Background: an optimization exercise with open tools, aiming at small area, a short achievable clock period and few clock cycles per item. Do not read the settings as production practice. Only simulation tests tie the RTL to the original design; equivalence was not proved. No activity file was given, so power comes from the tool's default toggle rates.

## mipi_rx_decoder
module mipi_rx_decoder #(
    parameter logic [47:0] SOF_WORD   = mipi_rx_pkg::SOF_DEFAULT,
    parameter logic [47:0] EOF_WORD   = mipi_rx_pkg::EOF_DEFAULT,
    parameter logic [7:0]  I2C_APP_ID = mipi_rx_pkg::I2C_APP_ID_DEFAULT
) (
    input  wire logic        rx_pixel_clk,
    input  wire logic        arst_n,
    input  wire logic [63:0] mipi_rx_data,
    input  wire logic        mipi_rx_valid,
    input  wire logic        uart_fifo_re,
    input  wire logic        i2c_fifo_re,
    output logic [7:0]       uart_data,
    output logic [7:0]       i2c_data,
    output logic             uart_fifo_empty,
    output logic             i2c_fifo_empty
);
Size in the first run: about 8100 cells after synthesis, ~4000 flip-flops, about 87 I/O pins.
export LEC_CHECK = 0
export CAP_MARGIN = 20
export CORE_MARGIN = 2
export CORE_UTILIZATION = 45
export CTS_CLUSTER_DIAMETER = 80
export CTS_CLUSTER_SIZE = 24
export SETUP_SLACK_MARGIN = 2.8
export SLEW_MARGIN = 20
export TNS_END_PERCENT = 5
create_clock -name core_clock -period 5.5 [get_ports {rx_pixel_clk}]
run.sh (not shown) runs the stock make flow with config.mk's settings and CLKGATE_MAP_FILE= SYNTH_SCRIPT=/design/flow/synth_recipe.tcl, a recipe that flattens the netlist after the stock synthesis.
The starting point completed with no timing, DRC or antenna violations.
Testbench counts at the start, summed over its fixed seeds: cycles 10,114, items 16,964.
Next try:
CTS_CLUSTER_DIAMETER = unset   (was 80)
CTS_CLUSTER_SIZE = unset   (was 24)
Effect:
- first-iteration DRC count went up by 2.0%
- worst hold slack gets worse by 0.023 ns
- synthesized cell count does not change
- die area does not change
- power climbs by 21%
- global-route usage stays flat
- cell count rises by 3.8%
- core utilization climbs by 2.5 points

Setup of PW:
mipi_rx_decoder, a different RTL version from the one above (not shown whole).
Size: roughly 9100 cells after synthesis, roughly 87 I/O pins, about 160000 um^2 of cells after synthesis.
Settings: LEC_CHECK=0, CAP_MARGIN=20, CORE_MARGIN=2, CORE_UTILIZATION=45, CTS_CLUSTER_DIAMETER=80, CTS_CLUSTER_SIZE=24, SETUP_SLACK_MARGIN=3.0, SLEW_MARGIN=20, TNS_END_PERCENT=40; clock period 5.5 ns.
standard.sh (not shown) runs the stock make flow with config.mk's settings and CLKGATE_MAP_FILE= SYNTH_SCRIPT=/design/flow/synth_recipe.tcl, a recipe that flattens the netlist after the stock synthesis.
==> flow/flow/run.sh <==
#!/bin/bash
# The standard layout, with the I/O port buffers made from buf_4 cells
# instead of the delay cells buffer_ports picks by default.
set -euo pipefail
bash standard.sh "BUFFER_PORTS_ARGS=-buffer_cell sky130_fd_sc_hd__buf_4" finish > standard_make.log 2>&1
Per the final summary, PW finished and its layout is clean on timing, DRC and antenna.
Testbench counts of PW, summed over its fixed seeds: cycles 10,216, items 16,964.
The following lists how JK was set up differently from PW:
Settings: SETUP_SLACK_MARGIN now 2.9, was 3.0; TNS_END_PERCENT now 20, was 40.
Notes after the runs:
JK — share of cell area taken by flip-flops and latches 0.42 points higher, PW as reference
The worst hold slack number comes out lower for PW vs JK.
The multi-input gate count of JK and that of PW are within noise of each other.
PW: flow completed, timing, DRC and antenna clean
The flow did not stop early for JK: all stages ran, and the layout cleared the timing, DRC and antenna checks.
From PW to JK the numbers moved as follows: portion of the layout cell area used by clock cells roughly the same; routing usage on met3 lower; met1 routing resource usage after global routing roughly the same; leakage component of the power lower; clock share of power lower.

== lane 1 ==
Another version of the RTL of mipi_rx_decoder (not shown whole).
For scale: roughly 8400 cells after synthesis, roughly 4100 flip-flops, ~150000 um2 of cells after synthesis.
clock: 5.5 ns
lec_check: 0
cap_margin: 20
core_margin: 2
core_utilization: 45
cts_cluster_diameter: 80
cts_cluster_size: 24
setup_slack_margin: 2.8
slew_margin: 20
tns_end_percent: 5
run.sh (not shown) runs the stock make flow with config.mk's settings and CLKGATE_MAP_FILE= SYNTH_SCRIPT=/design/flow/synth_recipe.tcl, a recipe that flattens the netlist after the stock synthesis.
Stock flow here: none of the scripts above is used.
In summary, lane 1 completed successfully, with a layout that passed the timing, DRC and antenna checks.
Testbench counts of lane 1, summed over its fixed seeds: cycles 10,216, items 16,964.
Inputs modified between lane 1 and lane 2:
==> flow/flow/run.sh (new file) <==
#!/bin/bash
# The standard layout, with the I/O port buffers made from buf_4 cells
# instead of the delay cells buffer_ports picks by default.
set -euo pipefail
bash standard.sh "BUFFER_PORTS_ARGS=-buffer_cell sky130_fd_sc_hd__buf_4" finish > standard_make.log 2>&1
==> flow/standard.sh (new file) <==
#!/bin/bash
# synth_recipe.tcl (not shown) runs the flow's synth.tcl, then flattens the netlist and writes it again
# the make line also repeats each setting of config.mk as NAME=value (left out here)
make -C /OpenROAD-flow-scripts/flow DESIGN_CONFIG=/design/flow/config.mk WORK_HOME=/design/flow/orfs CLKGATE_MAP_FILE= SYNTH_SCRIPT=/design/flow/synth_recipe.tcl "${@:-finish}"
removed: flow/run.sh
[summary]
Summary: with lane 1 as the reference, total via count after detailed routing in lane 2 moved down slightly.
Looking at lane 2 and lane 1, the portion of the clock cycle consumed by the worst path in the final layout is a wash.
[compare] base=lane 1 new=lane 2: number of placed instances with taps included now sits at about the same level; required time of the critical path now sits lower; combinational share of power now sits lower; non-clock buffer instance count of the final layout now sits lower.
Comparing the two runs side by side, lane 2 comes out ahead of lane 1 on remaining max-slew budget at the tightest pin.
| post-cts resize count | higher: lane 1 |
Between lane 2 and lane 1, the difference in power dissipated in sequential cells is negligible.

mipi_rx_decoder, a different RTL version from the one above (not shown whole).
Size: about 4,300 flip-flops, roughly 87 I/O pins, ~160,000 µm² of cells after synthesis.
export LEC_CHECK = 0
export CAP_MARGIN = 20
export CORE_MARGIN = 2
export CORE_UTILIZATION = 45
export CTS_CLUSTER_DIAMETER = 80
export CTS_CLUSTER_SIZE = 24
export SETUP_SLACK_MARGIN = 2.9
export SLEW_MARGIN = 20
export TNS_END_PERCENT = 20
create_clock -name core_clock -period 5.5 [get_ports {rx_pixel_clk}]
standard.sh (not shown) runs the stock make flow with config.mk's settings and CLKGATE_MAP_FILE= SYNTH_SCRIPT=/design/flow/synth_recipe.tcl, a recipe that flattens the netlist after the stock synthesis.
==> flow/flow/run.sh <==
#!/bin/bash
# The standard layout, with the I/O port buffers made from buf_4 cells
# instead of the delay cells buffer_ports picks by default.
set -euo pipefail
bash standard.sh "BUFFER_PORTS_ARGS=-buffer_cell sky130_fd_sc_hd__buf_4" finish > standard_make.log 2>&1
The baseline completed with no timing, DRC or antenna violations.
Testbench counts at the start, summed over its fixed seeds: cycles 10,216, items 16,964.
Change:
- CTS_CLUSTER_SIZE: 24 -> 28
Result: The changed run ran to the end with no violations. First-iteration DRC count falls by a few percent. Worst setup slack gains 0.031 ns. Design area falls slightly. Routed wire length hardly moves. Register-to-register slack improves by 0.09 ns. Global-route usage barely changes. Clock-buffer cell count shrinks by 66. Critical path depth stays the same. Total power falls slightly. Clock power falls by a few percent. Worst hold slack is better by 0.0031 ns.

[afterwards: timing with drivers on the ports]
In the flow no input, the clock included, has a driving cell. The finished layouts below were timed again as built, in two steps. Step 1, drivers: a clkbuf_16 drives rx_pixel_clk and a buf_2 each remaining input, both assumed. Step 2, shift: input delay + t, output delay - t, t = (earliest + latest rising clock arrival at the registers) / 2. This alone moves slack from input paths to output paths. Three values: ideal, step 1, step 2; two values: the first two.
run | t, ns | slack for setup (ns) | worst register clock-pin slew, ns | pins driven straight from the clock port
the first run of note 1 | 1.067 | 2.057 / 2.057 / 1.712 | 0.11 / 0.11 | 1
the second run of note 1 | 1.129 | 2.266 / 2.266 / 1.820 | 0.07 / 0.07 | 1
PW | 1.058 | 2.543 / 2.439 / 2.221 | 0.11 / 0.11 | 1
JK | 1.042 | 2.533 / 2.429 / 2.120 | 0.10 / 0.10 | 1
lane 1 | 1.042 | 2.112 / 2.112 / 1.761 | 0.11 / 0.11 | 1
lane 2 | 1.047 | 2.117 / 2.117 / 1.732 | 0.11 / 0.11 | 1
the first run of note 4 | 1.046 | 2.599 / 2.492 / 2.151 | 0.11 / 0.11 | 1
the second run of note 4 | 1.028 | 2.631 / 2.524 / 2.129 | 0.12 / 0.12 | 1
After both steps every run listed still meets setup and hold. For the second run of note 4, which loses most, drivers alone change the setup slack by -0.107 ns; drivers and shift together by -0.502 ns.
